Context: an optimization exercise on an open-source flow, tuned for small area and a short achievable clock period. The choices shown serve that exercise and are no tape-out recipe. At most, simulation tests tie the RTL to the original design; equivalence was not proved. For runs 1 and 7, only the layout was checked, not whether the RTL still works. No driver is modelled on the clock port, so clocking that relies on it looks cheaper here than on a real chip. Power is estimated from default activity; no workload was simulated.

===== flow/run.sh =====
#!/bin/bash
# synth_recipe.tcl (not shown) runs the flow's synth.tcl, then flattens the netlist and writes it again
# the make line also repeats each setting of config.mk as NAME=value (left out here)
make -C /OpenROAD-flow-scripts/flow DESIGN_CONFIG=/design/flow/config.mk WORK_HOME=/design/flow/orfs CLKGATE_MAP_FILE= SYNTH_SCRIPT=/design/flow/synth_recipe.tcl finish

===== flow/config.mk =====
export PLATFORM = sky130hd
export DESIGN_NAME = dmem_pipe
export DESIGN_NICKNAME = dmem_pipe
export VERILOG_FILES = /design/flow/design.v
export SDC_FILE = /design/flow/constraint.sdc
export NUM_CORES = 4
export LEC_CHECK = 0
export CAP_MARGIN = 20
export CORE_MARGIN = 2
export CORE_UTILIZATION = 70
export CTS_CLUSTER_DIAMETER = 60
export CTS_CLUSTER_SIZE = 30
export SETUP_SLACK_MARGIN = 1.2
export SLEW_MARGIN = 20
export SYNTH_HIERARCHICAL = 1

===== flow/constraint.sdc =====
create_clock -name core_clock -period 3.2 [get_ports {clk}]
set_input_delay 0.6400 -clock core_clock [delete_from_list [all_inputs] [get_ports {clk}]]
set_output_delay 0.6400 -clock core_clock [all_outputs]
set_load 0.01 [all_outputs]

===== flow/design.v =====
`default_nettype none
module dmem_pipe_bit (
  input  logic q,
  input  logic r,
  input  logic rn,
  input  logic c,
  output logic d
);
  assign d = ~((q | r) & (c | rn));
endmodule
module dmem_pipe_rd3 (
  input  logic [2:0] s,
  input  logic [2:0] d,
  output logic       y_n
);
  assign y_n = ~|(s & d);
endmodule
module dmem_pipe_nand (
  input  logic [3:0] a,
  output logic       y
);
  assign y = ~&a;
endmodule
module dmem_pipe_nor (
  input  logic [2:0] a,
  output logic       y_n
);
  assign y_n = ~|a;
endmodule
module dmem_pipe #(
  parameter int ADDR_W = 6,
  parameter int DATA_W = 32,
  parameter int LAT    = 2
) (
  input  logic              clk,
  input  logic              rst,
  input  logic              req,
  input  logic              wr,
  input  logic [ADDR_W-1:0] addr,
  input  logic [DATA_W-1:0] din,
  input  logic [DATA_W/8-1:0] be,
  output logic              ready,
  output logic              rvalid,
  output logic [DATA_W-1:0] dout
);
  localparam int DEPTH = 1 << ADDR_W;
  localparam int NB    = DATA_W / 8;
  logic              busy_q;      
  logic              rvalid_q;
  logic [DATA_W-1:0] dout_q;
  logic [DEPTH-1:0]  sel_q;       
  logic [NB-1:0]     wbe_q;       
  logic [DATA_W-1:0] wcol_q;      
  logic              pol_q;       
  logic [DATA_W-1:0] mem_q [DEPTH];
  logic              w_acc;
  logic              w_wr_en;
  logic              w_rd_en;
  logic [NB-1:0]     w_wbe;
  assign w_acc   = req & ~busy_q;
  assign w_wr_en = w_acc & wr & ~rst;
  assign w_rd_en = w_acc & ~wr;
  assign w_wbe = be;
  always_ff @(posedge clk) begin
    pol_q <= (pol_q !== 1'b1);   
  end
  always_ff @(posedge clk) begin
    for (int w = 0; w < DEPTH; w++) begin
      sel_q[w] <= (addr == ADDR_W'(w));
    end
    wbe_q  <= w_wr_en ? w_wbe : '0;
    wcol_q <= din ^ {DATA_W{~pol_q}};
  end
  logic [DATA_W-1:0] w_mem_d [DEPTH];
  for (genvar w = 0; w < DEPTH; w++) begin : g_word
    for (genvar b = 0; b < NB; b++) begin : g_byte
      logic w_row;
      logic w_row_n;
      assign w_row   = sel_q[w] & wbe_q[b];
      assign w_row_n = ~w_row;
      for (genvar k = 0; k < 8; k++) begin : g_bit
        dmem_pipe_bit u_bit (
          .q (mem_q[w][8*b+k]),
          .r (w_row),
          .rn(w_row_n),
          .c (wcol_q[8*b+k]),
          .d (w_mem_d[w][8*b+k])
        );
      end
    end
  end
  always_ff @(posedge clk) begin
    for (int w = 0; w < DEPTH; w++) begin
      mem_q[w] <= w_mem_d[w];
    end
  end
  logic [DATA_W-1:0] w_rdata;
  for (genvar i = 0; i < DATA_W; i++) begin : g_rd
    logic [21:0] w_l1_n;
    logic [5:0]  w_l2;
    logic [1:0]  w_l3_n;
    for (genvar j = 0; j < 21; j++) begin : g_l1
      dmem_pipe_rd3 u_rd3 (
        .s  (sel_q[3*j +: 3]),
        .d  ({mem_q[3*j+2][i], mem_q[3*j+1][i], mem_q[3*j][i]}),
        .y_n(w_l1_n[j])
      );
    end
    dmem_pipe_rd3 u_rd1 (
      .s  ({2'b00, sel_q[63]}),
      .d  ({2'b00, mem_q[63][i]}),
      .y_n(w_l1_n[21])
    );
    for (genvar j = 0; j < 4; j++) begin : g_l2
      dmem_pipe_nand u_nand (.a(w_l1_n[4*j +: 4]), .y(w_l2[j]));
    end
    dmem_pipe_nand u_nand4 (.a({1'b1, w_l1_n[18:16]}), .y(w_l2[4]));
    dmem_pipe_nand u_nand5 (.a({1'b1, w_l1_n[21:19]}), .y(w_l2[5]));
    dmem_pipe_nor u_nor0 (.a(w_l2[2:0]), .y_n(w_l3_n[0]));
    dmem_pipe_nor u_nor1 (.a(w_l2[5:3]), .y_n(w_l3_n[1]));
    assign w_rdata[i] = ~&w_l3_n;
  end
  always_ff @(posedge clk or posedge rst) begin
    if (rst) begin
      busy_q   <= 1'b0;
      rvalid_q <= 1'b0;
      dout_q   <= '0;
    end else begin
      busy_q   <= w_rd_en;
      rvalid_q <= busy_q;
      if (busy_q) begin
        dout_q <= w_rdata ^ {DATA_W{pol_q}};
      end
    end
  end
  assign ready  = ~busy_q;
  assign rvalid = rvalid_q;
  assign dout   = dout_q;
endmodule
`default_nettype wire

==> results.yml, run 1 <==
outcome:
  outcome: "finished clean"
critical_path:
  critical_path_class: "reg -> reg"
  crit_chain: "buf_12 -> a222oi_1 -> nand4_1 -> nor3_2 -> and2_1 -> o221ai_1"
  cp_slowest_cell: "nand4_1"
  end_kind: "flip-flop"
  cp-start-kind: "flip-flop"
  cp_max_fo: 5
  crit_path_max_incr_delay_ns: 0.59
  cp.required_ns: 3.81
  arrival_ns: 2.98
clock_tree:
  cts-root-buf: "clkbuf_16"
  path_clk_slew_ns: 0.11
  clock_path_buffers: 3
  hold_buffers: 0
  cts_sinks: 2183
  clock_latency_ns: 0.78
  cts_tree: "yes"
  cts_buffers: 132
  htree_levels: 4
yosys:
  ys_warn_count: 10
  synth_largest_area_cell: "dfxtp_1"
  synth_most_common_cell: "dfxtp_1"
  synth_area_mm2: 0.0693
  synth_top_area_frac: 0.621
  syn-mean-instance-area_um2: 11.5
  synth-edff-count: 0
  ys_async_sr_fraction: 0.0156
  ys_seq_area_frac: 0.633
  synth_cell_types: 24
  synth_area_leaders: "dfxtp_1 62%, o22ai_1 18%, a222oi_1 10%, nand4_1 2.0%, inv_1 1.6%"
  synth_ff_type: "dfxtp_1"
  synthTopCellsByCount: "2,149 x dfxtp_1, 2,048 x o22ai_1, 704 x a222oi_1, 291 x inv_1, 257 x nand2_1"
  postSynthCellCount: 6015
  synth-seq-cells: 2183
sta:
  slew_viol_final: 0
  fmax_mhz: 422
  period_needed_ns: 2.37
  maxSlewHeadroom: 0.238
  period_share: 0.740
  hold_violations: 0
  setup_viol: 0
  tns_ns: 0
  rsz0062_at_grt: "yes"
  worst_pin_slew_ns: 1.14
  clock_skew_ns: 0.0334
floorplanning:
  die_h_um: 319
  io_pins: 80
  die_area_mm2: 0.102
  start_util: 0.705
  die_x_um: 319
  num_rows: 115
  core_mm2: 0.0983
global_routing:
  grt_max_degree: 65
  grt_usage: 0.439
  grt.overflow.total: 0
  grt_pass1_vias: 58536
  grt_pass1_wl_mm: 350
  antenna_found_initial: 5
power:
  p_leak_nw: 33.0
  internal-power_w: 0.0385
  ir_worst_vdd_mv: 0.667
  powerDensity_mw_per_mm2: 634
  p_clk_frac: 0.376
  comb_power_share: 0.054
  p_sw_w: 0.0123
  power_frac_seq: 0.570
  p_sw_frac: 0.242
cells_and_area:
  nets: 6673
  drive_above_1_share: 0.104
  final_util: 0.816
  synthToLayoutAreaGrowth_pct: 15.7
place:
  port_buffers: 79
  gp_congestion: 0.953
  dpl.hpwl_mm: 148
detailed_routing:
  drcViolationCount: 0
  viasPerCell: 7.83
  wl_per_cell_um: 29.4
  vias: 62819
  drtAntennaViolNets: 0
  drt_iter0_drc: 12933
  wirelength_mm: 236
  drt_pre_antenna_iters: 13
job:
  maxCapViolCount: 0
hold_path:
  hold_path_class: "in -> async"
-- cells by family (layout without fill, tap and decap cells) --
logic type	after synthesis	after routing	share of synthesized area
compound gates	2784	2784	0.291
xor+xnor	32	32	0.00405
buf+inv	347	874	0.0189
flops	2183	2183	0.633
other cells	2	193	0.000108
simple gates	667	667	0.0530
-- through the flow --
step / power, W / hold WS, ns / instances / worst slack [ns] / cell area, um2
4_1_cts: 0.0506 / 0.124 / 7977 / 0.963 / 79600
3_3_place_gp: 0.0320 / 0.428 / 7677 / 0.566 / 73800
6_report: 0.0508 / 0.130 / 8020 / 0.832 / 80200
3_5_place_dp: 0.0321 / 0.436 / 7677 / 0.560 / 73800
5_1_grt: 0.0520 / 0.135 / 8019 / 0.876 / 80200
2_1_floorplan: 0.0307 / 0.421 / 6205 / 1.51 / 70000
-- Yosys stat by module (local to each module, per instance) --
module | cells | area [um2] | times used | flops+latches
dmem_pipe | 3007 | 47600 | 1 | 2183
dmem_pipe_rd3 | 1 | 10.0 | 704 | 0
dmem_pipe_nand | 1 | 6.26 | 192 | 0
dmem_pipe_nor | 1 | 10.0 | 64 | 0
dmem_pipe_bit | 1 | 6.26 | 2048 | 0
-- metal layers --
| layer | track usage | vias to the layer above | part of all wire |
|---|---|---|---|
| met5 | 0 | - | 0.00017 |
| met2 | 0.658 | 5023 | 0.43 |
| met3 | 0.110 | 859 | 0.14 |
| li1 | - | 26809 | - |
| met4 | 0.231 | 6 | 0.058 |
| met1 | 0.589 | 30122 | 0.37 |
-- cells in the final DEF (no fill, tap or decap), drive strengths merged, types with 32 or more instances in the layout --
master | netlist | routed
nor3 | 64 | 64
nor2 | 64 | 64
xnor2 | 32 | 32
dfrtp | 34 | 34
dfxtp | 2149 | 2149
o22ai | 2048 | 2048
o221ai | 32 | 32
and2 | 36 | 36
inv | 291 | 324
buf | 13 | 293
clkdlybuf4s50 | 0 | 45
a222oi | 704 | 704
clkbuf | 43 | 167
nand4 | 225 | 225
nand2 | 257 | 257
conb | 2 | 192
-- final timing paths --
path	slack, ns	endpoint	start	depth (start not counted)
max	0.83	dout_q[19]$_DFFE_PP0P_	sel_q[32]$_DFF_P_	6
min	0.13	rvalid_q$_DFF_PP0_	rst	2
max reg2reg	0.83	dout_q[19]$_DFFE_PP0P_	sel_q[32]$_DFF_P_	6
min reg2reg	0.45	mem_q[22][10]$_DFF_P_	mem_q[22][10]$_DFF_P_	1
max in group asynchronous	2.18	dout_q[5]$_DFFE_PP0P_	rst	3
min in group core_clock	0.44	wbe_q[2]$_SDFF_PN0_	be[2]	2
-- sequential cells by signal, summed over array words and instances (netlist names) --
| name | cells |
|---|---|
| pol_q | 1 |
| rvalid_q | 1 |
| sel_q | 64 |
| busy_q | 1 |
| dout_q | 32 |
| mem_q | 2048 |
| wcol_q | 32 |
| wbe_q | 4 |
-- final cells by class --
cell class              instances  area (um2)
diodes                          1        2.50
clock buffers                 163        3750
clock inverters                76         918
fillers                      5809       18100
inverters                     291        1090
multi-input cells            3675       25000
flip-flops and latches       2183       44100
well taps                    1287        1610
repair buffers                344        3670
-- critical path, delay by kind of cell, from the launching register on --
family,cells,cell delay [ns]
simple gates,3,1.13
compound gates,2,0.52
flops,1,0.40
buf+inv,1,0.14
-- power groups by stage --
stage                     sequential [W]  combinational (W)  clock, W
final                             0.0290            0.00276    0.0191
after floorplan                   0.0294            0.00127         0
after CTS                         0.0289            0.00261    0.0190
after detailed placement          0.0296            0.00249         0
after global routing              0.0291            0.00285    0.0200
after global placement            0.0295            0.00242         0
-- timing repair --
item	in CTS	in global routing
gates cloned	6	4
pin swaps	167	101
resized for setup	327	62
endpoints found under the setup margin	515	53
buffers inserted	55	38
==> run 2: changes to the inputs <==
--- a/flow/design.v
+++ b/flow/design.v
@@ -15,8 +15,21 @@
 );
   assign y_n = ~|(s & d);
 endmodule
+module dmem_pipe_rd1 (
+  input  logic s,
+  input  logic d,
+  output logic y_n
+);
+  assign y_n = ~(s & d);
+endmodule
 module dmem_pipe_nand (
   input  logic [3:0] a,
+  output logic       y
+);
+  assign y = ~&a;
+endmodule
+module dmem_pipe_nand3 (
+  input  logic [2:0] a,
   output logic       y
 );
   assign y = ~&a;
@@ -106,16 +119,16 @@
         .y_n(w_l1_n[j])
       );
     end
-    dmem_pipe_rd3 u_rd1 (
-      .s  ({2'b00, sel_q[63]}),
-      .d  ({2'b00, mem_q[63][i]}),
+    dmem_pipe_rd1 u_rd1 (
+      .s  (sel_q[63]),
+      .d  (mem_q[63][i]),
       .y_n(w_l1_n[21])
     );
     for (genvar j = 0; j < 4; j++) begin : g_l2
       dmem_pipe_nand u_nand (.a(w_l1_n[4*j +: 4]), .y(w_l2[j]));
     end
-    dmem_pipe_nand u_nand4 (.a({1'b1, w_l1_n[18:16]}), .y(w_l2[4]));
-    dmem_pipe_nand u_nand5 (.a({1'b1, w_l1_n[21:19]}), .y(w_l2[5]));
+    dmem_pipe_nand3 u_nand4 (.a(w_l1_n[18:16]), .y(w_l2[4]));
+    dmem_pipe_nand3 u_nand5 (.a(w_l1_n[21:19]), .y(w_l2[5]));
     dmem_pipe_nor u_nor0 (.a(w_l2[2:0]), .y_n(w_l3_n[0]));
     dmem_pipe_nor u_nor1 (.a(w_l2[5:3]), .y_n(w_l3_n[1]));
     assign w_rdata[i] = ~&w_l3_n;
--- a/flow/config.mk
+++ b/flow/config.mk
@@ -10,6 +10,6 @@
 export CORE_UTILIZATION = 70
 export CTS_CLUSTER_DIAMETER = 60
 export CTS_CLUSTER_SIZE = 30
-export SETUP_SLACK_MARGIN = 1.2
+export SETUP_SLACK_MARGIN = 1.1
 export SLEW_MARGIN = 20
 export SYNTH_HIERARCHICAL = 1
==> run 2 against run 1 <==
Against the previous run:
- area after synthesis decreased by 0.42%
- critical path depth is 1 higher
- clock skew hardly changed
- still clean
- clock power about the same
- synthesized cell count is essentially flat
- sequential power about the same
- wire length rose by 1.5%
- sequential cell count stayed put
- highest routed layer unchanged
- critical endpoint is now dout_q[27]$_DFFE_PP0P_
- core utilization fell by 0.39 points
- global-route usage decreased by 0.22 points
==> results.yml, run 2 <==
yosys:
  syn-mean-instance-area_um2: 11.5
  synth-seq-cells: 2183
  ys_async_sr_fraction: 0.0156
  synth_largest_area_cell: "dfxtp_1"
  synth-edff-count: 0
  synth_most_common_cell: "dfxtp_1"
  ys_warn_count: 10
  postSynthCellCount: 6013
  synth_area_mm2: 0.0690
  synth_top_area_frac: 0.624
  synth_cell_types: 24
  ys_seq_area_frac: 0.636
  synth_area_leaders: "dfxtp_1 62%, o22ai_1 19%, a222oi_1 9.7%, inv_1 1.6%, nand2_1 1.6%"
  synth_ff_type: "dfxtp_1"
  synthTopCellsByCount: "2,149 x dfxtp_1, 2,048 x o22ai_1, 672 x a222oi_1, 291 x inv_1, 289 x nand2_1"
detailed_routing:
  drtAntennaViolNets: 0
  wirelength_mm: 239
  drt_pre_antenna_iters: 16
  vias: 62505
  wl_per_cell_um: 30.4
  drcViolationCount: 0
  drt_iter0_drc: 14123
  viasPerCell: 7.96
critical_path:
  crit_chain: "buf_4 -> clkbuf_16 -> a222oi_1 -> nand4_1 -> nor3_4 -> and2_1 -> o221ai_1"
  crit_path_max_incr_delay_ns: 0.46
  rr_startpoint: "sel_q[21]$_DFF_P_"
  cp-start-kind: "flip-flop"
  cp_slowest_cell: "a222oi_1"
  end_kind: "flip-flop"
  critical_path_class: "reg -> reg"
  r2r-end: "dout_q[27]$_DFFE_PP0P_"
  arrival_ns: 2.93
  cp.required_ns: 3.80
  cp_max_fo: 8
  crit_family: "simple AND/OR/NAND/NOR gates"
  reg2regPathDepth: 7
  rrSetupSlack_ns: 0.87
  worst-path-buf-inv: 2
place:
  dp.cells: 7480
  dpl.hpwl_mm: 145
  port_buffers: 79
  dp_slack_ns: 0.538
  gp_congestion: 0.958
  placed_cell_area_mm2: 0.0728
power:
  ir_worst_vdd_mv: 0.681
  p_sw_frac: 0.249
  power_frac_seq: 0.564
  p_clk_frac: 0.378
  internal-power_w: 0.0386
  p_leak_nw: 32.8
  comb_power_share: 0.058
  powerDensity_mw_per_mm2: 645
  p_sw_w: 0.0128
cells_and_area:
  final_area_mm2: 0.0796
  multi_input_area_mm2: 0.0241
  nets: 6501
  drive_above_1_share: 0.112
  seqCellArea_mm2: 0.0441
  synthToLayoutAreaGrowth_pct: 15.3
  top_register: "mem_q"
  top_regs: "mem_q x2048, sel_q x64"
  final_common_cell: "dfxtp_1"
  fillers: 5818
  layout_common_cells: "2,058 x dfxtp_1, 2,048 x o22ai_1, 672 x a222oi_1, 290 x inv_1, 289 x nand2_1"
  largest_reg_flops: 2048
  fin_cells: 7854
outcome:
  outcome: "finished clean"
sta:
  setup_viol: 0
  slew_viol_final: 0
  rsz0062_at_grt: "yes"
  clock_skew_ns: 0.0337
  setup_ws_ns: 0.869
  fmax_mhz: 429
  worst_pin_slew_ns: 1.17
  tns_ns: 0
  maxSlewHeadroom: 0.218
  period_needed_ns: 2.33
  period_share: 0.728
  hold_violations: 0
hold_path:
  hold_path_class: "in -> async"
floorplanning:
  die_x_um: 318
  die_area_mm2: 0.101
  num_rows: 115
  die_h_um: 318
  start_util: 0.704
  io_pins: 80
  core_mm2: 0.0980
global_routing:
  grt_usage: 0.437
  grt_pass1_vias: 58096
  antenna_found_initial: 7
  grt.overflow.total: 0
  grt_max_degree: 66
  grt_pass1_wl_mm: 347
clock_tree:
  cts_buffers: 131
  hold_buffers: 0
  cts_sinks: 2183
  clock_path_buffers: 3
  cts_tree: "yes"
  cts-root-buf: "clkbuf_16"
  path_clk_slew_ns: 0.11
  htree_levels: 4
  clock_latency_ns: 0.79
job:
  maxCapViolCount: 0
-- run 2: kinds of logic (layout without fill, tap and decap cells) --
kind of cell | Yosys count | in the layout | synth area share
AO/OA/AOI/OAI | 2752 | 2752 | 0.287
flip-flops | 2183 | 2183 | 0.636
AND/OR/NAND/NOR | 699 | 699 | 0.0538
buffers and inverters | 347 | 894 | 0.0190
XOR/XNOR | 32 | 32 | 0.00406
other | 0 | 7 | 0
-- run 2: routing by layer --
metal / vias to the layer above / global-route usage / part of all wire
met5: - / 0 / 0.00056
met2: 5162 / 0.651 / 0.42
met1: 29869 / 0.589 / 0.36
met3: 963 / 0.111 / 0.15
li1: 26509 / - / -
met4: 2 / 0.229 / 0.066
-- run 2: how the worst max path moves through the flow --
stage               slack (ns)         startpoint                endpoint  cells after the start
detailed placement        0.54  sel_q[45]$_DFF_P_   dout_q[9]$_DFFE_PP0P_                      6
CTS                       1.02  sel_q[39]$_DFF_P_  dout_q[17]$_DFFE_PP0P_                      6
finish                    0.87  sel_q[21]$_DFF_P_  dout_q[27]$_DFFE_PP0P_                      7
floorplan                 1.51  sel_q[10]$_DFF_P_    mem_q[10][0]$_DFF_P_                      3
global route              0.92  sel_q[21]$_DFF_P_  dout_q[13]$_DFFE_PP0P_                      6
global placement          0.60  sel_q[52]$_DFF_P_   dout_q[9]$_DFFE_PP0P_                      6
-- run 2: final cells by class --
class,count,area share
tap,1287,0.0202
multi-input combinational,3483,0.303
sequential,2183,0.555
clock buffer,145,0.0441
clock inverter,93,0.0158
inverter,291,0.0137
timing repair buffer,365,0.0484
antenna,7,0.000220
-- run 2: power groups by stage --
| stage | combinational, W | sequential, W | clock, W |
|---|---|---|---|
| finish | 0.00297 | 0.0290 | 0.0194 |
| global route | 0.00305 | 0.0291 | 0.0204 |
| CTS | 0.00276 | 0.0289 | 0.0193 |
| detailed placement | 0.00267 | 0.0296 | 0 |
| global placement | 0.00260 | 0.0295 | 0 |
| floorplan | 0.00132 | 0.0295 | 0 |
-- run 2: timing repair --
| action | CTS | global route |
|---|---|---|
| buffers inserted | 56 | 62 |
| gates resized for setup | 298 | 56 |
| cloned | 0 | 11 |
| pin swaps | 128 | 147 |
| setup endpoints to repair | 265 | 38 |
-- run 2: worst reg2reg max path: stages, from the launching register on --
cell and delay [ns]:
dfxtp_4 0.36, buf_4 0.18, clkbuf_16 0.21, a222oi_1 0.47, nand4_1 0.32, nor3_4 0.34, and2_1 0.17, o221ai_1 0.10
-- run 2: stage by stage --
stage | hold slack (ns) | utilization | power (W)
final | 0.364 | 0.812 | 0.0514
after global routing | 0.381 | 0.812 | 0.0525
after CTS | 0.351 | 0.802 | 0.0510
after detailed placement | 0.436 | 0.743 | 0.0322
after global placement | 0.428 | 0.743 | 0.0321
after floorplan | 0.421 | - | 0.0308
-- run 2: Yosys stat by module, one instance, submodules excluded --
module	flops+latches	cell area, um2	cells inside
dmem_pipe	2183	47600	3005
dmem_pipe_bit	0	6.26	1
dmem_pipe_nand	0	6.26	1
dmem_pipe_nand3	0	5.00	1
dmem_pipe_nor	0	10.0	1
dmem_pipe_rd1	0	3.75	1
dmem_pipe_rd3	0	10.0	1
==> run 3: changes to the inputs <==
--- a/flow/design.v
+++ b/flow/design.v
@@ -61,9 +61,12 @@
   logic              busy_q;      
   logic              rvalid_q;
   logic [DATA_W-1:0] dout_q;
-  logic [DEPTH-1:0]  sel_q;       
+  logic [7:0]        wlo_q;       
+  logic [7:0]        whi_q;
   logic [NB-1:0]     wbe_q;       
   logic [DATA_W-1:0] wcol_q;      
+  logic [NB-1:0]     hit_q;       
+  logic [1:0]        rd_q [DATA_W];  
   logic              pol_q;       
   logic [DATA_W-1:0] mem_q [DEPTH];
   logic              w_acc;
@@ -78,18 +81,21 @@
     pol_q <= (pol_q !== 1'b1);   
   end
   always_ff @(posedge clk) begin
-    for (int w = 0; w < DEPTH; w++) begin
-      sel_q[w] <= (addr == ADDR_W'(w));
+    for (int i = 0; i < 8; i++) begin
+      wlo_q[i] <= (addr[2:0] == 3'(i));
+      whi_q[i] <= (addr[5:3] == 3'(i));
     end
-    wbe_q  <= w_wr_en ? w_wbe : '0;
-    wcol_q <= din ^ {DATA_W{~pol_q}};
+    wbe_q <= w_wr_en ? w_wbe : '0;
+    if (w_wr_en) begin
+      wcol_q <= din ^ {DATA_W{~pol_q}};
+    end
   end
   logic [DATA_W-1:0] w_mem_d [DEPTH];
   for (genvar w = 0; w < DEPTH; w++) begin : g_word
     for (genvar b = 0; b < NB; b++) begin : g_byte
       logic w_row;
       logic w_row_n;
-      assign w_row   = sel_q[w] & wbe_q[b];
+      assign w_row   = wlo_q[w % 8] & whi_q[w / 8] & wbe_q[b];
       assign w_row_n = ~w_row;
       for (genvar k = 0; k < 8; k++) begin : g_bit
         dmem_pipe_bit u_bit (
@@ -107,20 +113,25 @@
       mem_q[w] <= w_mem_d[w];
     end
   end
-  logic [DATA_W-1:0] w_rdata;
+  logic [DEPTH-1:0] w_sel;
+  always_comb begin
+    for (int w = 0; w < DEPTH; w++) begin
+      w_sel[w] = (addr == ADDR_W'(w));
+    end
+  end
   for (genvar i = 0; i < DATA_W; i++) begin : g_rd
     logic [21:0] w_l1_n;
     logic [5:0]  w_l2;
     logic [1:0]  w_l3_n;
     for (genvar j = 0; j < 21; j++) begin : g_l1
       dmem_pipe_rd3 u_rd3 (
-        .s  (sel_q[3*j +: 3]),
+        .s  (w_sel[3*j +: 3]),
         .d  ({mem_q[3*j+2][i], mem_q[3*j+1][i], mem_q[3*j][i]}),
         .y_n(w_l1_n[j])
       );
     end
     dmem_pipe_rd1 u_rd1 (
-      .s  (sel_q[63]),
+      .s  (w_sel[63]),
       .d  (mem_q[63][i]),
       .y_n(w_l1_n[21])
     );
@@ -131,7 +142,19 @@
     dmem_pipe_nand3 u_nand5 (.a(w_l1_n[21:19]), .y(w_l2[5]));
     dmem_pipe_nor u_nor0 (.a(w_l2[2:0]), .y_n(w_l3_n[0]));
     dmem_pipe_nor u_nor1 (.a(w_l2[5:3]), .y_n(w_l3_n[1]));
-    assign w_rdata[i] = ~&w_l3_n;
+    always_ff @(posedge clk) begin
+      rd_q[i] <= w_l3_n;
+    end
+  end
+  always_ff @(posedge clk) begin
+    hit_q <= {NB{wlo_q[addr[2:0]] & whi_q[addr[5:3]]}} & wbe_q;
+  end
+  logic [DATA_W-1:0] w_rdata;
+  always_comb begin
+    for (int i = 0; i < DATA_W; i++) begin
+      w_rdata[i] = hit_q[i / 8] ? wcol_q[i] : ~&rd_q[i];
+    end
+    w_rdata = w_rdata ^ {DATA_W{~pol_q}};
   end
   always_ff @(posedge clk or posedge rst) begin
     if (rst) begin
@@ -142,7 +165,7 @@
       busy_q   <= w_rd_en;
       rvalid_q <= busy_q;
       if (busy_q) begin
-        dout_q <= w_rdata ^ {DATA_W{pol_q}};
+        dout_q <= w_rdata;
       end
     end
   end
==> run 3 against run 2 <==
Against the previous run:
- hold slack improved by 0.023 ns
- die area rose by 2.5%
- sequential power barely moved
- sequential cell count rose by 20
- setup slack improved by 0.082 ns
- clock power barely moved
- critical path type unchanged
- highest routed layer unchanged
- first-iteration DRC count rose by 0.99%
- final area rose by 3.5%
==> results.yml, run 3 <==
yosys:
  synthTopCellsByCount: "2,137 x dfxtp_1, 2,048 x o22ai_1, 672 x a222oi_1, 324 x nand3_1, 276 x inv_1"
  synth_cell_types: 37
  synth_top_area_frac: 0.605
  syn-mean-instance-area_um2: 11.5
  synth_area_mm2: 0.0708
  synth_compound_area_frac: 0.277
  synth_largest_area_cell: "dfxtp_1"
  muxShareOfSynthArea: 0.0105
  synth_simple_gate_area_share: 0.0528
  ys_seq_area_frac: 0.630
  synth-edff-count: 32
  synth_top_family_by_area: "compound AO/OA/AOI/OAI gates"
  postSynthCellCount: 6133
  synth_area_leaders: "dfxtp_1 60%, o22ai_1 18%, a222oi_1 9.5%, nand3_1 2.3%, inv_1 1.5%"
  synth-seq-cells: 2203
  ys_warn_count: 12
  synth_xor_area_frac: 0.00792
  ys_async_sr_fraction: 0.0154
  synth_most_common_cell: "dfxtp_1"
  synth_ff_type: "dfxtp_1"
  synth_fa_ha_area_frac: 0
critical_path:
  cp-start-kind: "flip-flop"
  arrival_ns: 2.91
  end_kind: "flip-flop"
  cp_max_fo: 19
  crit_path_max_incr_delay_ns: 0.57
  crit_chain: "buf_4 -> nand3_1 -> inv_1 -> o22ai_1"
  cp_slowest_cell: "nand3_1"
  critical_path_class: "reg -> reg"
  cp.required_ns: 3.86
  rrSetupSlack_ns: 0.95
cells_and_area:
  nets: 6656
  top_regs: "mem_q x2048, rd_q x64"
  layout_common_cells: "2,120 x dfxtp_1, 2,048 x o22ai_1, 672 x a222oi_1, 302 x nand3_1, 256 x inv_1"
  final_util: 0.822
  final_area_mm2: 0.0823
  synthToLayoutAreaGrowth_pct: 16.4
  drive_above_1_share: 0.132
  largest_reg_flops: 2048
  final_common_cell: "dfxtp_1"
  top_register: "mem_q"
detailed_routing:
  drt_pre_antenna_iters: 17
  wirelength_mm: 277
  drcViolationCount: 0
  drtAntennaViolNets: 0
  viasPerCell: 8.29
  vias: 66590
  drt_iter0_drc: 14263
  wl_per_cell_um: 34.6
global_routing:
  grt_max_degree: 66
  grt_usage: 0.512
  grt_pass1_wl_mm: 399
  grt_pass1_vias: 61610
  antenna_found_initial: 19
  grt.overflow.total: 0
sta:
  maxSlewHeadroom: 0.179
  fmax_mhz: 445
  slew_viol_final: 0
  setup_viol: 0
  period_needed_ns: 2.25
  clock_skew_ns: 0.0446
  rsz0062_at_grt: "yes"
  tns_ns: 0
  period_share: 0.703
  hold_violations: 0
  worst_pin_slew_ns: 1.22
place:
  dpl.hpwl_mm: 164
  port_buffers: 79
  gp_congestion: 0.979
  placed_cell_area_mm2: 0.0760
clock_tree:
  cts_sinks: 2203
  clock_path_buffers: 3
  hold_buffers: 0
  clock_latency_ns: 0.81
  cts_tree: "yes"
  cts_buffers: 136
  cts-root-buf: "clkbuf_16"
  path_clk_slew_ns: 0.10
  htree_levels: 4
floorplanning:
  core_mm2: 0.100
  num_rows: 116
  die_area_mm2: 0.104
  die_h_um: 322
  io_pins: 80
  start_util: 0.706
  die_x_um: 322
power:
  ir_worst_vdd_mv: 0.650
  powerDensity_mw_per_mm2: 627
  p_leak_nw: 33.6
  power_w: 0.0516
  p_sw_frac: 0.246
  internal-power_w: 0.0389
  comb_power_share: 0.056
  power_frac_seq: 0.566
  p_clk_frac: 0.378
  p_sw_w: 0.0127
outcome:
  outcome: "finished clean"
job:
  maxCapViolCount: 0
hold_path:
  hold_path_class: "in -> reg"
[run 3: cell types whose count changed after synthesis, moves of 32 or more]
cell      before  now
mux2_2         0   32
nand2_1      289   66
nand3_1       64  324
mux2i_1        0   38
o221ai_1      32    0
clkbuf_1      43   85
edfxtp_1       0   32
xnor2_1       32   64
nand4_1      161  128
[run 3: layer usage]
| metal | vias up | track usage | wire, um |
|---|---|---|---|
| li1 | 27130 | - | - |
| met1 | 31456 | 0.645 | 92200 |
| met2 | 6334 | 0.704 | 110000 |
| met3 | 1654 | 0.222 | 50100 |
| met4 | 16 | 0.356 | 25100 |
| met5 | - | 0.0118 | 203 |
[run 3: cells by family (layout without fill, tap and decap cells)]
logic type	after synthesis	in the layout
AO/OA/AOI/OAI	2726	2726
flip-flops	2203	2203
XOR/XNOR	64	64
other	0	13
multiplexers	70	70
AND/OR/NAND/NOR	672	706
buffers and inverters	398	949
[run 3: path summary, 6_finish.rpt]
path                                           start                      to  depth (start not counted)
worst max-delay path                wlo_q[0]$_DFF_P_   mem_q[56][12]$_DFF_P_                          4
worst min-delay path                           be[1]     wbe_q[1]$_SDFF_PN0_                          2
worst max register to register      wlo_q[0]$_DFF_P_   mem_q[56][12]$_DFF_P_                          4
worst min register to register  mem_q[19][6]$_DFF_P_    mem_q[19][6]$_DFF_P_                          1
max in group asynchronous                        rst  dout_q[21]$_DFFE_PP0P_                          3
min in group asynchronous                        rst   dout_q[1]$_DFFE_PP0P_                          3
[run 3: worst max-delay path, delay by kind of cell, from the launching register on]
family                 cells  cell delay, ns
buffers and inverters      2            0.99
AND/OR/NAND/NOR            1            0.57
flip-flops                 1            0.35
AO/OA/AOI/OAI              1            0.18
[run 3: through the flow]
step	cells	worst slack, ns	hold slack (ns)
3_3_place_gp	7658	-0.279	0.428
6_report	8029	0.951	0.387
3_5_place_dp	7658	-0.311	0.436
2_1_floorplan	6133	0.875	0.352
5_1_grt	8017	0.993	0.383
4_1_cts	7970	1.10	0.386
[run 3: power groups by stage]
stage	sequential, W	combinational (W)	clock, W
final	0.0292	0.00288	0.0195
after global routing	0.0293	0.00294	0.0204
after CTS	0.0291	0.00269	0.0193
after detailed placement	0.0297	0.00262	0
after global placement	0.0297	0.00256	0
after floorplan	0.0296	0.00137	0
[run 3: area by class of cell]
type / instances / area (um2)
well taps: 1298 / 1620
diodes: 13 / 32.5
clock buffers: 155 / 3690
flip-flops and latches: 2203 / 44600
multi-input cells: 3566 / 25700
clock inverters: 91 / 1050
repair buffers: 426 / 4580
fillers: 5890 / 17800
inverters: 277 / 1050
[run 3: modules after synthesis, one instance, submodules excluded]
module / flops+latches / cells / area, um2 / copies in the design
dmem_pipe: 2203 / 3125 / 49300 / 1
dmem_pipe_nand: 0 / 1 / 6.26 / 128
dmem_pipe_rd3: 0 / 1 / 10.0 / 672
dmem_pipe_nand3: 0 / 1 / 5.00 / 64
dmem_pipe_rd1: 0 / 1 / 3.75 / 32
dmem_pipe_bit: 0 / 1 / 6.26 / 2048
dmem_pipe_nor: 0 / 1 / 10.0 / 64
[run 3: what timing repair did]
item / CTS / global route
pin swaps: 70 / 54
setup buffers: 32 / 44
gates resized for setup: 177 / 76
endpoints found under the setup margin: 217 / 242
cloned: 34 / 2
==> run 4: changes to the inputs <==
==> flow/flow/run.sh (new file) <==
#!/bin/bash
# The standard layout, in stages, with a different setup margin for timing
# repair before and after clock tree synthesis: before it the clock is ideal,
# so paths from the inputs look slower than they are and paths to the
# outputs faster; repair then works with the real clock tree only.
# Each stage's full output goes to its own log in this folder.
set -euo pipefail
PRE_MARGIN=0
POST_MARGIN=1.2
bash standard.sh synth > log_1_synth.txt 2>&1
bash standard.sh SETUP_SLACK_MARGIN=$PRE_MARGIN floorplan > log_2_floorplan.txt 2>&1
bash standard.sh SETUP_SLACK_MARGIN=$PRE_MARGIN place > log_3_place.txt 2>&1
bash standard.sh SETUP_SLACK_MARGIN=$POST_MARGIN cts > log_4_cts.txt 2>&1
bash standard.sh SETUP_SLACK_MARGIN=$POST_MARGIN route > log_5_route.txt 2>&1
bash standard.sh SETUP_SLACK_MARGIN=$POST_MARGIN finish > log_6_finish.txt 2>&1
test -f out/final.def
==> flow/standard.sh (new file) <==
#!/bin/bash
# synth_recipe.tcl (not shown) runs the flow's synth.tcl, then flattens the netlist and writes it again
# the make line also repeats each setting of config.mk as NAME=value (left out here)
make -C /OpenROAD-flow-scripts/flow DESIGN_CONFIG=/design/flow/config.mk WORK_HOME=/design/flow/orfs CLKGATE_MAP_FILE= SYNTH_SCRIPT=/design/flow/synth_recipe.tcl "${@:-finish}"
--- a/flow/config.mk
+++ b/flow/config.mk
@@ -10,6 +10,6 @@
 export CORE_UTILIZATION = 70
 export CTS_CLUSTER_DIAMETER = 60
 export CTS_CLUSTER_SIZE = 30
-export SETUP_SLACK_MARGIN = 1.1
+export GPL_TIMING_DRIVEN = 0
 export SLEW_MARGIN = 20
 export SYNTH_HIERARCHICAL = 1
removed: flow/run.sh
==> run 4 against run 3 <==
Against the previous run:
- core utilization up 3.1 points
- wire length is 3.5% lower
- setup slack got worse by 0.067 ns
- synthesized cell count is the same
- non-clock buffer count rose by 86
- area after synthesis stayed put
- still clean on timing, DRC and antenna
- critical endpoint is now mem_q[39][17]$_DFF_P_
- clock skew down 0.011 ns
==> results.yml, run 4 <==
yosys:
  synth_largest_area_cell: "dfxtp_1"
  synth_cell_types: 37
  postSynthCellCount: 6133
  synth-seq-cells: 2203
  synth_top_area_frac: 0.605
  synth_area_leaders: "dfxtp_1 60%, o22ai_1 18%, a222oi_1 9.5%, nand3_1 2.3%, inv_1 1.5%"
  synth_most_common_cell: "dfxtp_1"
  synth-edff-count: 32
  synthTopCellsByCount: "2,137 x dfxtp_1, 2,048 x o22ai_1, 672 x a222oi_1, 324 x nand3_1, 276 x inv_1"
  syn-mean-instance-area_um2: 11.5
  synth_ff_type: "dfxtp_1"
  synth_area_mm2: 0.0708
  ys_warn_count: 12
  ys_seq_area_frac: 0.630
  ys_async_sr_fraction: 0.0154
power:
  powerDensity_mw_per_mm2: 611
  ir_worst_vdd_mv: 0.583
  p_leak_nw: 34.2
clock_tree:
  clock_latency_ns: 0.79
  htree_levels: 4
  clock_path_buffers: 3
  cts_buffers: 136
  hold_buffers: 0
  path_clk_slew_ns: 0.09
  cts_sinks: 2203
  cts_tree: "yes"
  cts-root-buf: "clkbuf_16"
detailed_routing:
  wirelength_mm: 268
  drt_iter0_drc: 15658
  wl_per_cell_um: 33.2
  drt_pre_antenna_iters: 13
  drtAntennaViolNets: 0
  vias: 66978
  drcViolationCount: 0
  viasPerCell: 8.29
cells_and_area:
  synthToLayoutAreaGrowth_pct: 20.7
  final_common_cell: "dfxtp_1"
  drive_above_1_share: 0.186
  top_register: "mem_q"
  top_regs: "mem_q x2048, rd_q x64"
  largest_reg_flops: 2048
  final_util: 0.853
  fillers: 5113
  nets: 6712
  layout_common_cells: "2,137 x dfxtp_1, 2,048 x o22ai_1, 672 x a222oi_1, 201 x nand3_2, 170 x clkbuf_16"
critical_path:
  critical_path_class: "reg -> reg"
  cp-start-kind: "flip-flop"
  cp_max_fo: 10
  cp.required_ns: 3.82
  arrival_ns: 2.93
  end_kind: "flip-flop"
hold_path:
  hold_path_class: "in -> async"
floorplanning:
  start_util: 0.706
  num_rows: 116
  io_pins: 80
  die_x_um: 322
  die_h_um: 322
  die_area_mm2: 0.104
  core_mm2: 0.100
place:
  gp_congestion: 0.926
  port_buffers: 76
  dpl.hpwl_mm: 162
sta:
  rsz0062_at_grt: "yes"
  period_share: 0.724
  period_needed_ns: 2.32
  fmax_mhz: 432
  tns_ns: 0
  worst_pin_slew_ns: 0.977
  hold_ws_ns: 0.285
  maxSlewHeadroom: 0.349
  hold_violations: 0
  clock_skew_ns: 0.0332
  setup_viol: 0
  slew_viol_final: 0
outcome:
  outcome: "finished clean"
global_routing:
  grt.overflow.total: 0
  grt_max_degree: 35
  antenna_found_initial: 9
  grt_pass1_wl_mm: 367
  grt_pass1_vias: 60248
  grt_usage: 0.457
job:
  maxCapViolCount: 0
## run 4: final timing paths
check | start | endpoint | slack, ns | cells after the start
max | wbe_q[2]$_SDFF_PN0_ | mem_q[39][17]$_DFF_P_ | 0.88 | 5
min | rst | busy_q$_DFF_PP0_ | 0.28 | 3
max reg2reg | wbe_q[2]$_SDFF_PN0_ | mem_q[39][17]$_DFF_P_ | 0.88 | 5
min reg2reg | mem_q[19][2]$_DFF_P_ | mem_q[19][2]$_DFF_P_ | 0.44 | 1
max in group asynchronous | rst | dout_q[25]$_DFFE_PP0P_ | 2.62 | 3
min in group core_clock | addr[2] | hit_q[1]$_DFF_P_ | 0.39 | 3
## run 4: cell families after synthesis
kind of cell,after synthesis,synth area share
AO/OA/AOI/OAI,2726,0.277
buffers and inverters,398,0.0217
multiplexers,70,0.0105
XOR/XNOR,64,0.00792
flip-flops,2203,0.630
AND/OR/NAND/NOR,672,0.0528
## run 4: critical path, cell delays in order (launching register included)
cell and delay (ns):
dfxtp_1 0.44, clkbuf_4 0.44, clkbuf_4 0.38, nand3_1 0.39, inv_2 0.30, o22ai_1 0.18
## run 4: repair_timing
item	CTS	global route
hold endpoints to repair	0	0
pin swaps	68	89
cloned	8	25
resized for setup	310	497
buffers inserted	30	83
endpoints found under the setup margin	2217	1872
## run 4: per-module statistics from Yosys (local to each module, per instance)
| module | cells inside | copies in the design | area (um2) |
|---|---|---|---|
| dmem_pipe | 3125 | 1 | 49300 |
| dmem_pipe_bit | 1 | 2048 | 6.26 |
| dmem_pipe_nand | 1 | 128 | 6.26 |
| dmem_pipe_nand3 | 1 | 64 | 5.00 |
| dmem_pipe_nor | 1 | 64 | 10.0 |
| dmem_pipe_rd1 | 1 | 32 | 3.75 |
| dmem_pipe_rd3 | 1 | 672 | 10.0 |
## run 4: layer usage
metal	share of wire	wire length, um	GRT usage
met1	0.33	89500	0.589
met2	0.43	114000	0.702
met3	0.14	38800	0.116
met4	0.094	25300	0.258
met5	0.0011	304	0.0128
## run 4: metrics by stage
| stage | instances | power, W | cell area, um2 | setup WS [ns] |
|---|---|---|---|---|
| 2_1_floorplan | 6133 | 0.0309 | 70800 | 0.187 |
| 3_3_place_gp | 7507 | 0.0320 | 73100 | -2.53 |
| 3_5_place_dp | 7680 | 0.0324 | 77100 | -1.08 |
| 4_1_cts | 7963 | 0.0515 | 83200 | 1.01 |
| 5_1_grt | 8071 | 0.0532 | 85400 | 0.866 |
| 6_report | 8076 | 0.0522 | 85400 | 0.884 |
## run 4: report_power, final
group	switching [W]	internal [W]	leakage, nW
Combinational	0.00188	0.00132	13.1
Sequential	0.000640	0.0285	18.7
Clock	0.0102	0.00962	2.36
## run 4: area by class of cell
cell class,count,area (um2),area share
buffer,121,1000,0.0117
multi-input combinational,3536,26400,0.309
clock inverter,88,1140,0.0133
inverter,277,1140,0.0133
antenna,5,12.5,0.000147
timing repair buffer,391,5760,0.0674
sequential,2203,44600,0.522
clock buffer,157,3740,0.0438
tap,1298,1620,0.0190
==> run 5: changes to the inputs <==
--- a/flow/flow/run.sh
+++ b/flow/flow/run.sh
@@ -6,7 +6,7 @@
 # Each stage's full output goes to its own log in this folder.
 set -euo pipefail
 PRE_MARGIN=0
-POST_MARGIN=1.2
+POST_MARGIN=1.35
 bash standard.sh synth > log_1_synth.txt 2>&1
 bash standard.sh SETUP_SLACK_MARGIN=$PRE_MARGIN floorplan > log_2_floorplan.txt 2>&1
 bash standard.sh SETUP_SLACK_MARGIN=$PRE_MARGIN place > log_3_place.txt 2>&1
--- a/flow/config.mk
+++ b/flow/config.mk
@@ -10,6 +10,5 @@
 export CORE_UTILIZATION = 70
 export CTS_CLUSTER_DIAMETER = 60
 export CTS_CLUSTER_SIZE = 30
-export GPL_TIMING_DRIVEN = 0
 export SLEW_MARGIN = 20
 export SYNTH_HIERARCHICAL = 1
==> run 5 against run 4 <==
Against the previous run:
- sequential share of layout area is 0.39 points higher
- clock-buffer cell count is 1 higher
- die area stayed put
- hold slack better by 0.11 ns
- combinational power is 7.8% lower
- fmax is 7.9% higher
- critical endpoint is now rd_q[30][0]$_DFF_P_
==> results.yml, run 5 <==
outcome:
  outcome: "finished clean"
critical_path:
  r2r-end: "mem_q[8][22]$_DFF_P_"
  critical_path_class: "in -> reg"
  cp_slowest_cell: "a222oi_1"
  reg2regPathDepth: 4
  crit_chain: "buf_12 -> buf_6 -> or3b_4 -> buf_8 -> buf_12 -> nor2_4 -> buf_4 -> buf_16 -> a222oi_1 -> nand4_1 -> nor3_2"
  critPathLaunch: "addr[3]"
  end_kind: "flip-flop"
  endpoint: "rd_q[30][0]$_DFF_P_"
  rrSetupSlack_ns: 1.18
  crit_path_max_incr_delay_ns: 0.54
  arrival_ns: 2.86
  cp.required_ns: 3.91
  cp_max_fo: 4
  cp-start-kind: "input port"
  crit_top_cell: "buf_12"
  rr_startpoint: "wlo_q[0]$_DFF_P_"
sta:
  period_needed_ns: 2.15
  slew_viol_final: 0
  worst_pin_slew_ns: 1.04
  rsz0062_at_grt: "yes"
  period_share: 0.671
  maxSlewHeadroom: 0.309
  setup_viol: 0
  hold_violations: 0
  clock_skew_ns: 0.0374
  tns_ns: 0
  fmax_mhz: 466
detailed_routing:
  drt_pre_antenna_iters: 13
  drtAntennaViolNets: 0
  wirelength_mm: 263
  wl_per_cell_um: 32.4
  vias: 65757
  viasPerCell: 8.10
  drcViolationCount: 0
  drt_iter0_drc: 13936
cells_and_area:
  drive_above_1_share: 0.184
  fillers: 5429
  top_register: "mem_q"
  final_area_mm2: 0.0849
  layout_common_cells: "2,119 x dfxtp_1, 2,048 x o22ai_1, 672 x a222oi_1, 264 x buf_4, 177 x nand3_2"
  final_common_cell: "dfxtp_1"
  seqCellArea_mm2: 0.0446
  top_regs: "mem_q x2048, rd_q x64"
  synthToLayoutAreaGrowth_pct: 19.9
  largest_reg_flops: 2048
  multi_input_area_mm2: 0.0260
  nets: 6754
clock_tree:
  cts_sinks: 2203
  clock_latency_ns: 0.80
  cts-root-buf: "clkbuf_16"
  cts_buffers: 136
  path_clk_slew_ns: 0.09
  htree_levels: 4
  clock_path_buffers: 3
  cts_tree: "yes"
floorplanning:
  die_area_mm2: 0.104
  start_util: 0.706
  die_x_um: 322
  die_h_um: 322
  io_pins: 80
  num_rows: 116
  core_mm2: 0.100
global_routing:
  met2_usage: 0.689
  gr-max-usage-layer: "met2"
  grt_pass1_wl_mm: 372
  grt_max_degree: 66
  grt_use_met3: 0.133
  antenna_found_initial: 4
  grt_pass1_vias: 60234
  grt_usage: 0.465
  grt.overflow.total: 0
  grtUsageMet1: 0.619
power:
  power_w: 0.0520
  powerDensity_mw_per_mm2: 613
  p_leak_nw: 34.4
  ir_worst_vdd_mv: 0.713
yosys:
  ys_seq_area_frac: 0.630
  synth_largest_area_cell: "dfxtp_1"
  synth_xor_area_frac: 0.00792
  postSynthCellCount: 6133
  syn-mean-instance-area_um2: 11.5
  ys_async_sr_fraction: 0.0154
  synth_area_mm2: 0.0708
  ys_warn_count: 12
  synth_area_leaders: "dfxtp_1 60%, o22ai_1 18%, a222oi_1 9.5%, nand3_1 2.3%, inv_1 1.5%"
  synth_compound_area_frac: 0.277
  synth-edff-count: 32
  synth_ff_type: "dfxtp_1"
  synth_most_common_cell: "dfxtp_1"
  synth_top_area_frac: 0.605
  muxShareOfSynthArea: 0.0105
  synth_fa_ha_area_frac: 0
  synth_top_family_by_area: "compound AO/OA/AOI/OAI gates"
  synth_simple_gate_area_share: 0.0528
  synth_cell_types: 37
  synthTopCellsByCount: "2,137 x dfxtp_1, 2,048 x o22ai_1, 672 x a222oi_1, 324 x nand3_1, 276 x inv_1"
  synth-seq-cells: 2203
place:
  gp_congestion: 0.968
  placed_cell_area_mm2: 0.0763
  dpl.hpwl_mm: 155
  port_buffers: 79
hold_path:
  hold_path_class: "in -> async"
job:
  maxCapViolCount: 0
run 5: cell count changes in the layout (fill, tap and decap cells not counted), moves of 22 or more:
| cell | before | now |
|---|---|---|
| clkbuf_2 | 58 | 1 |
| inv_1 | 108 | 155 |
| buf_6 | 23 | 58 |
| inv_2 | 145 | 120 |
| buf_16 | 62 | 16 |
| nor2_4 | 66 | 43 |
| buf_12 | 43 | 110 |
| buf_8 | 90 | 13 |
| nor2_2 | 1 | 23 |
| nand3_2 | 201 | 177 |
| nand3_1 | 118 | 144 |
| clkinvlp_4 | 32 | 9 |
| clkbuf_4 | 39 | 0 |
| buf_4 | 98 | 264 |
run 5: stage by stage:
step	setup WS [ns]	hold WS, ns	cells	util
after floorplan	0.187	0.352	6133	-
after global placement	-0.330	0.428	7706	0.762
after detailed placement	-0.362	0.436	7706	0.762
after CTS	1.14	0.353	8036	0.825
after global routing	1.12	0.389	8116	0.847
final	1.05	0.393	8117	0.847
run 5: what timing repair did:
item	in CTS	in global routing
setup endpoints to repair	1624	1330
hold buffers	0	0
resized for setup	335	330
cloned	15	27
setup buffers	68	52
pin swaps	130	221
run 5: per-module statistics from Yosys, one instance, submodules excluded:
module           cell area (um2)  times used  flip-flops and latches  cells
dmem_pipe                  49300           1                    2203   3125
dmem_pipe_rd3               10.0         672                       0      1
dmem_pipe_bit               6.26        2048                       0      1
dmem_pipe_nand              6.26         128                       0      1
dmem_pipe_rd1               3.75          32                       0      1
dmem_pipe_nor               10.0          64                       0      1
dmem_pipe_nand3             5.00          64                       0      1
run 5: how the worst min path moves through the flow:
stage	end	depth (start not counted)
2_1_floorplan	rvalid_q$_DFF_PP0_	0
3_3_place_gp	mem_q[24][22]$_DFF_P_	1
3_5_place_dp	mem_q[18][16]$_DFF_P_	1
4_1_cts	busy_q$_DFF_PP0_	3
5_1_grt	wlo_q[3]$_DFF_P_	4
6_report	busy_q$_DFF_PP0_	3
run 5: kinds of logic (layout without fill, tap and decap cells):
| family | after synthesis | after routing |
|---|---|---|
| AO/OA/AOI/OAI | 2726 | 2726 |
| flip-flops | 2203 | 2203 |
| AND/OR/NAND/NOR | 672 | 674 |
| buffers and inverters | 398 | 1080 |
| multiplexers | 70 | 70 |
| XOR/XNOR | 64 | 64 |
| other | 0 | 2 |
run 5: area by class of cell:
cell class                 count  share of cell area
sequential                  2203               0.526
clock buffer                 158              0.0443
antenna                        2           0.0000590
clock inverter                89              0.0135
inverter                     277              0.0123
timing repair buffer         556              0.0784
multi-input combinational   3534               0.306
tap                         1298              0.0191
run 5: metal layers:
metal	vias up	share of wire
met1	31423	0.35
met4	2	0.082
met5	-	0.000049
li1	27275	-
met2	5730	0.42
met3	1327	0.15
run 5: worst max-delay path: cells and delay by family:
| family | cells | cell delay [ns] |
|---|---|---|
| buffers and inverters | 6 | 0.73 |
| AND/OR/NAND/NOR | 4 | 0.93 |
| AO/OA/AOI/OAI | 1 | 0.54 |
run 5: report_power, final:
group	switching (W)	internal (W)	leakage (nW)
clock	0.0104	0.00951	2.38
combinational	0.00163	0.00132	13.3
sequential	0.000673	0.0285	18.7
total	0.0127	0.0393	34.4
==> run 6: changes to the inputs <==
--- a/flow/flow/run.sh
+++ b/flow/flow/run.sh
@@ -6,7 +6,7 @@
 # Each stage's full output goes to its own log in this folder.
 set -euo pipefail
 PRE_MARGIN=0
-POST_MARGIN=1.35
+POST_MARGIN=1.2
 bash standard.sh synth > log_1_synth.txt 2>&1
 bash standard.sh SETUP_SLACK_MARGIN=$PRE_MARGIN floorplan > log_2_floorplan.txt 2>&1
 bash standard.sh SETUP_SLACK_MARGIN=$PRE_MARGIN place > log_3_place.txt 2>&1
==> run 6 against run 5 <==
Against the previous run:
- still clean
- setup slack improved by 0.056 ns
- cell count decreased by 1.0%
- total power fell by 0.52%
- synthesized cell count stayed put
- critical endpoint is now rd_q[22][0]$_DFF_P_
- highest routed layer unchanged
==> results.yml, run 6 <==
outcome:
  outcome: "finished clean"
power:
  comb_power_share: 0.053
  ir_worst_vdd_mv: 0.716
  powerDensity_mw_per_mm2: 626
  internal-power_w: 0.0392
  power_w: 0.0517
  p_leak_nw: 33.9
  p_sw_frac: 0.242
  p_sw_w: 0.0125
  power_frac_seq: 0.563
  p_clk_frac: 0.384
critical_path:
  reg2regPathDepth: 4
  crit_top_cell: "buf_12"
  crit_family: "simple AND/OR/NAND/NOR gates"
  cp.required_ns: 3.89
  rrSetupSlack_ns: 1.13
  r2r-end: "mem_q[10][5]$_DFF_P_"
  end_kind: "flip-flop"
  rr_startpoint: "wbe_q[0]$_SDFF_PN0_"
  cp-start-kind: "input port"
  cp_max_fo: 14
  crit_chain: "buf_12 -> buf_6 -> or3b_4 -> buf_8 -> buf_12 -> nor2_4 -> bufbuf_16 -> a222oi_1 -> nand4_1 -> nor3_2"
  critical_path_class: "in -> reg"
  worst-path-buf-inv: 5
  arrival_ns: 2.78
  cp_slowest_cell: "a222oi_1"
  crit_path_max_incr_delay_ns: 0.47
cells_and_area:
  synthToLayoutAreaGrowth_pct: 16.7
  drive_above_1_share: 0.137
  fillers: 5901
  top_regs: "mem_q x2048, rd_q x64"
  top_register: "mem_q"
  layout_common_cells: "2,119 x dfxtp_1, 2,048 x o22ai_1, 672 x a222oi_1, 299 x nand3_1, 251 x buf_4"
  fin_cells: 8032
  largest_reg_flops: 2048
  final_common_cell: "dfxtp_1"
  final_area_mm2: 0.0825
  nets: 6664
global_routing:
  grt_max_degree: 66
  grt_pass1_vias: 59833
  antenna_found_initial: 4
  grt_usage: 0.461
  grt.overflow.total: 0
  grt_pass1_wl_mm: 368
clock_tree:
  clock_latency_ns: 0.79
  cts_tree: "yes"
  cts-root-buf: "clkbuf_16"
  clock_path_buffers: 3
  hold_buffers: 0
  cts_buffers: 136
  htree_levels: 4
  cts_sinks: 2203
  path_clk_slew_ns: 0.10
sta:
  clock_skew_ns: 0.0390
  setup_viol: 0
  hold_ws_ns: 0.339
  period_needed_ns: 2.09
  hold_violations: 0
  maxSlewHeadroom: 0.308
  period_share: 0.653
  slew_viol_final: 0
  worst_pin_slew_ns: 1.04
  rsz0062_at_grt: "yes"
  fmax_mhz: 478
detailed_routing:
  drcViolationCount: 0
  wl_per_cell_um: 31.0
  drt_iter0_drc: 13659
  wirelength_mm: 249
  drt_pre_antenna_iters: 13
  vias: 64170
  drtAntennaViolNets: 0
  viasPerCell: 7.99
yosys:
  synthTopCellsByCount: "2,137 x dfxtp_1, 2,048 x o22ai_1, 672 x a222oi_1, 324 x nand3_1, 276 x inv_1"
  synth_area_mm2: 0.0708
  syn-mean-instance-area_um2: 11.5
  ys_async_sr_fraction: 0.0154
  ys_warn_count: 12
  synth_ff_type: "dfxtp_1"
  synth_most_common_cell: "dfxtp_1"
  synth_area_leaders: "dfxtp_1 60%, o22ai_1 18%, a222oi_1 9.5%, nand3_1 2.3%, inv_1 1.5%"
  synth_top_area_frac: 0.605
  synth_cell_types: 37
  synth_largest_area_cell: "dfxtp_1"
  ys_seq_area_frac: 0.630
  synth-edff-count: 32
  synth-seq-cells: 2203
  postSynthCellCount: 6133
floorplanning:
  io_pins: 80
  die_area_mm2: 0.104
  start_util: 0.706
  die_h_um: 322
  core_mm2: 0.100
  die_x_um: 322
  num_rows: 116
hold_path:
  hold_depth: 5
  hp-start: "addr[3]"
  hold_path_class: "in -> reg"
  whs_endpoint: "whi_q[6]$_DFF_P_"
place:
  gp_congestion: 0.968
  dpl.hpwl_mm: 155
  placed_cell_area_mm2: 0.0763
  dp.cells: 7706
  port_buffers: 79
job:
  maxCapViolCount: 0
==> run 6: what timing repair did <==
item | 4_1_cts | 5_1_grt
cloned | 15 | 4
pin swaps | 106 | 32
setup buffers | 35 | 18
setup endpoints to repair | 744 | 497
resized for setup | 233 | 85
==> run 6: cells by family after synthesis <==
| family | share of synthesized area |
|---|---|
| xor+xnor | 0.00792 |
| buf+inv | 0.0217 |
| flops | 0.630 |
| compound gates | 0.277 |
| simple gates | 0.0528 |
| mux | 0.0105 |
==> run 6: cell type report <==
type | count | area, um2 | area share
Inverter | 277 | 1040 | 0.0126
Tap cell | 1298 | 1620 | 0.0197
Antenna cell | 7 | 17.5 | 0.000212
Sequential cell | 2203 | 44600 | 0.541
Clock buffer | 158 | 3760 | 0.0455
Multi-Input combinational cell | 3533 | 25100 | 0.304
Clock inverter | 89 | 1140 | 0.0139
Timing Repair Buffer | 467 | 5240 | 0.0634
==> run 6: metrics by stage <==
| stage | util | worst slack [ns] | setup TNS, ns |
|---|---|---|---|
| after floorplan | - | 0.187 | 0 |
| after global placement | 0.762 | -0.330 | -7.79 |
| after detailed placement | 0.762 | -0.362 | -8.34 |
| after CTS | 0.820 | 1.14 | 0 |
| after global routing | 0.824 | 1.08 | 0 |
| final | 0.824 | 1.11 | 0 |
==> run 6: how the worst max path moves through the flow <==
stage,startpoint,end,slack (ns),cells past startpoint
global route,addr[3],rd_q[22][0]$_DFF_P_,1.08,11
global placement,addr[4],rd_q[4][0]$_DFF_P_,-0.33,8
floorplan,addr[4],rd_q[0][0]$_DFF_P_,0.19,7
CTS,dout_q[31]$_DFFE_PP0P_,dout[31],1.14,1
detailed placement,addr[4],rd_q[4][0]$_DFF_P_,-0.36,8
finish,addr[3],rd_q[22][0]$_DFF_P_,1.11,10
==> run 6: routing by layer <==
metal / global-route usage / share of wire / vias up / routed length, um
li1: - / - / 27124 / -
met1: 0.619 / 0.36 / 30690 / 90600
met2: 0.680 / 0.43 / 5318 / 106000
met3: 0.129 / 0.14 / 1034 / 36000
met4: 0.239 / 0.065 / 4 / 16100
met5: 0 / 0.00011 / - / 27
==> run 6: worst min-delay path: stages <==
cell and delay (ns):
buf_12 0.10, nor2b_4 0.05, nand2_1 0.11, buf_12 0.15
inv_1 0.04
==> run 6: power by group through the flow <==
stage                     logic, W  registers [W]  clock network, W
after floorplan            0.00132         0.0296                 0
after global placement     0.00252         0.0297                 0
after detailed placement   0.00260         0.0297                 0
after CTS                  0.00261         0.0291            0.0197
after global routing       0.00285         0.0292            0.0208
final                      0.00275         0.0291            0.0198
==> run 6: per-module statistics from Yosys (local to each module, per instance) <==
module / cell area, um2 / cells / copies in the design
dmem_pipe: 49300 / 3125 / 1
dmem_pipe_nor: 10.0 / 1 / 64
dmem_pipe_rd3: 10.0 / 1 / 672
dmem_pipe_bit: 6.26 / 1 / 2048
dmem_pipe_nand: 6.26 / 1 / 128
dmem_pipe_nand3: 5.00 / 1 / 64
dmem_pipe_rd1: 3.75 / 1 / 32
==> run 7: changes to the inputs <==
--- a/flow/design.v
+++ b/flow/design.v
@@ -62,8 +62,7 @@
   logic              rvalid_q;
   logic [DATA_W-1:0] dout_q;
   logic [7:0]        wlo_q;       
-  logic [7:0]        whi_q;
-  logic [NB-1:0]     wbe_q;       
+  logic [NB-1:0]     wbe_q [8];   
   logic [DATA_W-1:0] wcol_q;      
   logic [NB-1:0]     hit_q;       
   logic [1:0]        rd_q [DATA_W];  
@@ -83,9 +82,8 @@
   always_ff @(posedge clk) begin
     for (int i = 0; i < 8; i++) begin
       wlo_q[i] <= (addr[2:0] == 3'(i));
-      whi_q[i] <= (addr[5:3] == 3'(i));
+      wbe_q[i] <= (w_wr_en && addr[5:3] == 3'(i)) ? w_wbe : '0;
     end
-    wbe_q <= w_wr_en ? w_wbe : '0;
     if (w_wr_en) begin
       wcol_q <= din ^ {DATA_W{~pol_q}};
     end
@@ -95,7 +93,7 @@
     for (genvar b = 0; b < NB; b++) begin : g_byte
       logic w_row;
       logic w_row_n;
-      assign w_row   = wlo_q[w % 8] & whi_q[w / 8] & wbe_q[b];
+      assign w_row   = wlo_q[w % 8] & wbe_q[w / 8][b];
       assign w_row_n = ~w_row;
       for (genvar k = 0; k < 8; k++) begin : g_bit
         dmem_pipe_bit u_bit (
@@ -147,7 +145,7 @@
     end
   end
   always_ff @(posedge clk) begin
-    hit_q <= {NB{wlo_q[addr[2:0]] & whi_q[addr[5:3]]}} & wbe_q;
+    hit_q <= {NB{wlo_q[addr[2:0]]}} & wbe_q[addr[5:3]];
   end
   logic [DATA_W-1:0] w_rdata;
   always_comb begin
==> run 7 against run 6 <==
Against the previous run:
- still clean
- first-iteration DRC count rose by 3.8%
- final area rose by 0.86%
- global-route usage fell by 1.7 points
- largest power group unchanged
==> results.yml, run 7 <==
outcome:
  outcome: "finished clean"
yosys:
  ys_async_sr_fraction: 0.0153
  synth_largest_area_cell: "dfxtp_1"
  synth_simple_gate_area_share: 0.0524
  synth_area_mm2: 0.0711
  synth_ff_type: "dfxtp_1"
  synth_cell_types: 37
  synth_most_common_cell: "dfxtp_1"
  synth-seq-cells: 2223
  synth_top_area_frac: 0.607
  synth_fa_ha_area_frac: 0
  synth_top_family_by_area: "compound AO/OA/AOI/OAI gates"
  synth_compound_area_frac: 0.277
  ys_seq_area_frac: 0.633
  synth_xor_area_frac: 0.00788
  ys_warn_count: 14
  postSynthCellCount: 6192
cells_and_area:
  fillers: 5817
  fin_cells: 8223
  top_register: "mem_q"
  top_regs: "mem_q x2048, rd_q x64"
  nets: 6803
  final_common_cell: "dfxtp_1"
  largest_reg_flops: 2048
  final_area_mm2: 0.0833
critical_path:
  critical_path_class: "in -> reg"
  cp.required_ns: 3.88
  crit_family: "buffers and inverters"
  worst-path-buf-inv: 7
  arrival_ns: 2.97
  cp-start-kind: "input port"
  crit_top_cell: "buf_6"
place:
  dp.cells: 7846
  dpl.hpwl_mm: 156
  placed_cell_area_mm2: 0.0766
  gp_congestion: 1.01
  dp_slack_ns: -0.250
power:
  ir_worst_vdd_mv: 0.690
  comb_power_share: 0.054
  p_leak_nw: 34.4
  powerDensity_mw_per_mm2: 616
  power_frac_seq: 0.574
  p_sw_frac: 0.249
detailed_routing:
  wl_per_cell_um: 29.9
  vias: 64221
  drt_pre_antenna_iters: 13
  drt_iter0_drc: 14173
  drtAntennaViolNets: 0
  viasPerCell: 7.81
global_routing:
  antenna_found_initial: 12
  grt_max_degree: 66
  grt_pass1_wl_mm: 360
sta:
  hold_violations: 0
  setup_ws_ns: 0.913
  worst_pin_slew_ns: 1.01
  period_needed_ns: 2.29
  maxSlewHeadroom: 0.325
  rsz0062_at_grt: "yes"
clock_tree:
  clock_path_buffers: 3
  hold_buffers: 0
  htree_levels: 3
  clock_latency_ns: 0.77
  cts_tree: "yes"
  cts-root-buf: "clkbuf_16"
hold_path:
  hold_path_class: "reg -> reg"
floorplanning:
  die_x_um: 323
  num_rows: 116
  die_area_mm2: 0.104
  die_h_um: 323
job:
  maxCapViolCount: 0
run 7: changes by cell type in the layout (fill, tap and decap cells not counted), sizes merged, moves of 11 or more:
cell / before / now
nand3: 324 / 67
dfxtp: 2137 / 2157
bufbuf: 12 / 1
clkbuf: 163 / 138
buf: 411 / 484
nand2: 66 / 328
nor2: 65 / 83
and2: 5 / 29
run 7: kinds of logic (layout without fill, tap and decap cells):
kind of cell           Yosys count  in the layout
buffers and inverters          363           1030
XOR/XNOR                        64             64
other                            0              3
flip-flops                    2223           2223
AO/OA/AOI/OAI                 2740           2740
AND/OR/NAND/NOR                733            737
multiplexers                    69             69
run 7: per-module statistics from Yosys, one instance, submodules excluded:
| module | area, um2 | times used | cells | flip-flops and latches |
|---|---|---|---|---|
| dmem_pipe | 49700 | 1 | 3184 | 2223 |
| dmem_pipe_nand | 6.26 | 128 | 1 | 0 |
| dmem_pipe_nor | 10.0 | 64 | 1 | 0 |
| dmem_pipe_nand3 | 5.00 | 64 | 1 | 0 |
| dmem_pipe_rd1 | 3.75 | 32 | 1 | 0 |
| dmem_pipe_rd3 | 10.0 | 672 | 1 | 0 |
| dmem_pipe_bit | 6.26 | 2048 | 1 | 0 |
run 7: worst paths after layout:
path	startpoint	to	slack, ns	cells after the start
hold reg to reg	mem_q[46][6]$_DFF_P_	mem_q[46][6]$_DFF_P_	0.45	1
setup / recovery	addr[5]	rd_q[13][0]$_DFF_P_	0.91	13
setup reg to reg	wlo_q[1]$_DFF_P_	mem_q[25][7]$_DFF_P_	1.10	4
hold / removal	mem_q[46][6]$_DFF_P_	mem_q[46][6]$_DFF_P_	0.45	1
max in group asynchronous	rst	busy_q$_DFF_PP0_	1.88	3
min in group asynchronous	rst	dout_q[26]$_DFFE_PP0P_	0.82	3
run 7: layout make-up:
class | count | area, um2 | area share
Sequential cell | 2223 | 45000 | 0.541
Multi-Input combinational cell | 3610 | 25200 | 0.303
Timing Repair Buffer | 532 | 5690 | 0.0683
Clock buffer | 130 | 3170 | 0.0380
Tap cell | 1357 | 1700 | 0.0204
Clock inverter | 99 | 1460 | 0.0175
Inverter | 269 | 1010 | 0.0121
Antenna cell | 3 | 7.51 | 0.0000902
run 7: per-layer routing:
layer | track usage | routed length (um) | up-vias | part of all wire
met5 | 0 | 140 | - | 0.00057
met4 | 0.195 | 14700 | 20 | 0.060
met3 | 0.125 | 35900 | 1047 | 0.15
met2 | 0.671 | 106000 | 5273 | 0.43
met1 | 0.597 | 88900 | 30641 | 0.36
li1 | - | - | 27240 | -
run 7: timing repair:
| action | in CTS | in global routing |
|---|---|---|
| endpoints found under the hold margin | 0 | 0 |
| cloned | 8 | 11 |
| endpoints found under the setup margin | 452 | 150 |
| gates resized for setup | 245 | 63 |
| pin swaps | 71 | 127 |
| buffers inserted | 63 | 63 |
run 7: power groups by stage:
stage	clock, W	combinational [W]	sequential [W]
final	0.0191	0.00280	0.0294
after global routing	0.0201	0.00290	0.0295
after CTS	0.0190	0.00262	0.0294
after detailed placement	0	0.00257	0.0300
after global placement	0	0.00248	0.0300
after floorplan	0	0.00132	0.0299
run 7: through the flow:
stage	total power [W]	hold slack (ns)	setup TNS (ns)
after floorplan	0.0312	0.352	0
after global placement	0.0325	0.428	-7.64
after detailed placement	0.0326	0.436	-9.55
after CTS	0.0510	0.447	0
after global routing	0.0525	0.458	0
final	0.0513	0.447	0

separate check: timing with driven ports:
The flow's constraints put no driver on any port. The routed layouts listed below were extracted and timed again, unchanged, in two steps.
Step 1, drivers: a clkbuf_16 drives clk and a buf_2 each remaining input, both assumed.
Step 2 times the ports against the registers' clock, not the clock port: input delays grow and output delays shrink by t, the midpoint of the rising clock arrivals with the driver on.
a / b / c = ideal ports / drivers / drivers and shift; a / b = the first two.
| run | t, ns | slack for setup (ns) |
|---|---|---|
| run 1 | 0.839 | 0.832 / 0.832 / 0.693 |
| run 2 | 0.849 | 0.869 / 0.869 / 0.448 |
| run 3 | 0.873 | 0.951 / 0.951 / 0.180 |
| run 4 | 0.855 | 0.884 / 0.804 / -0.051 |
| run 5 | 0.859 | 1.054 / 1.010 / 0.151 |
| run 6 | 0.849 | 1.110 / 1.076 / 0.227 |
| run 7 | 0.830 | 0.913 / 0.949 / 0.120 |
Met with ideal ports but missed after step 2: setup timing in run 4.
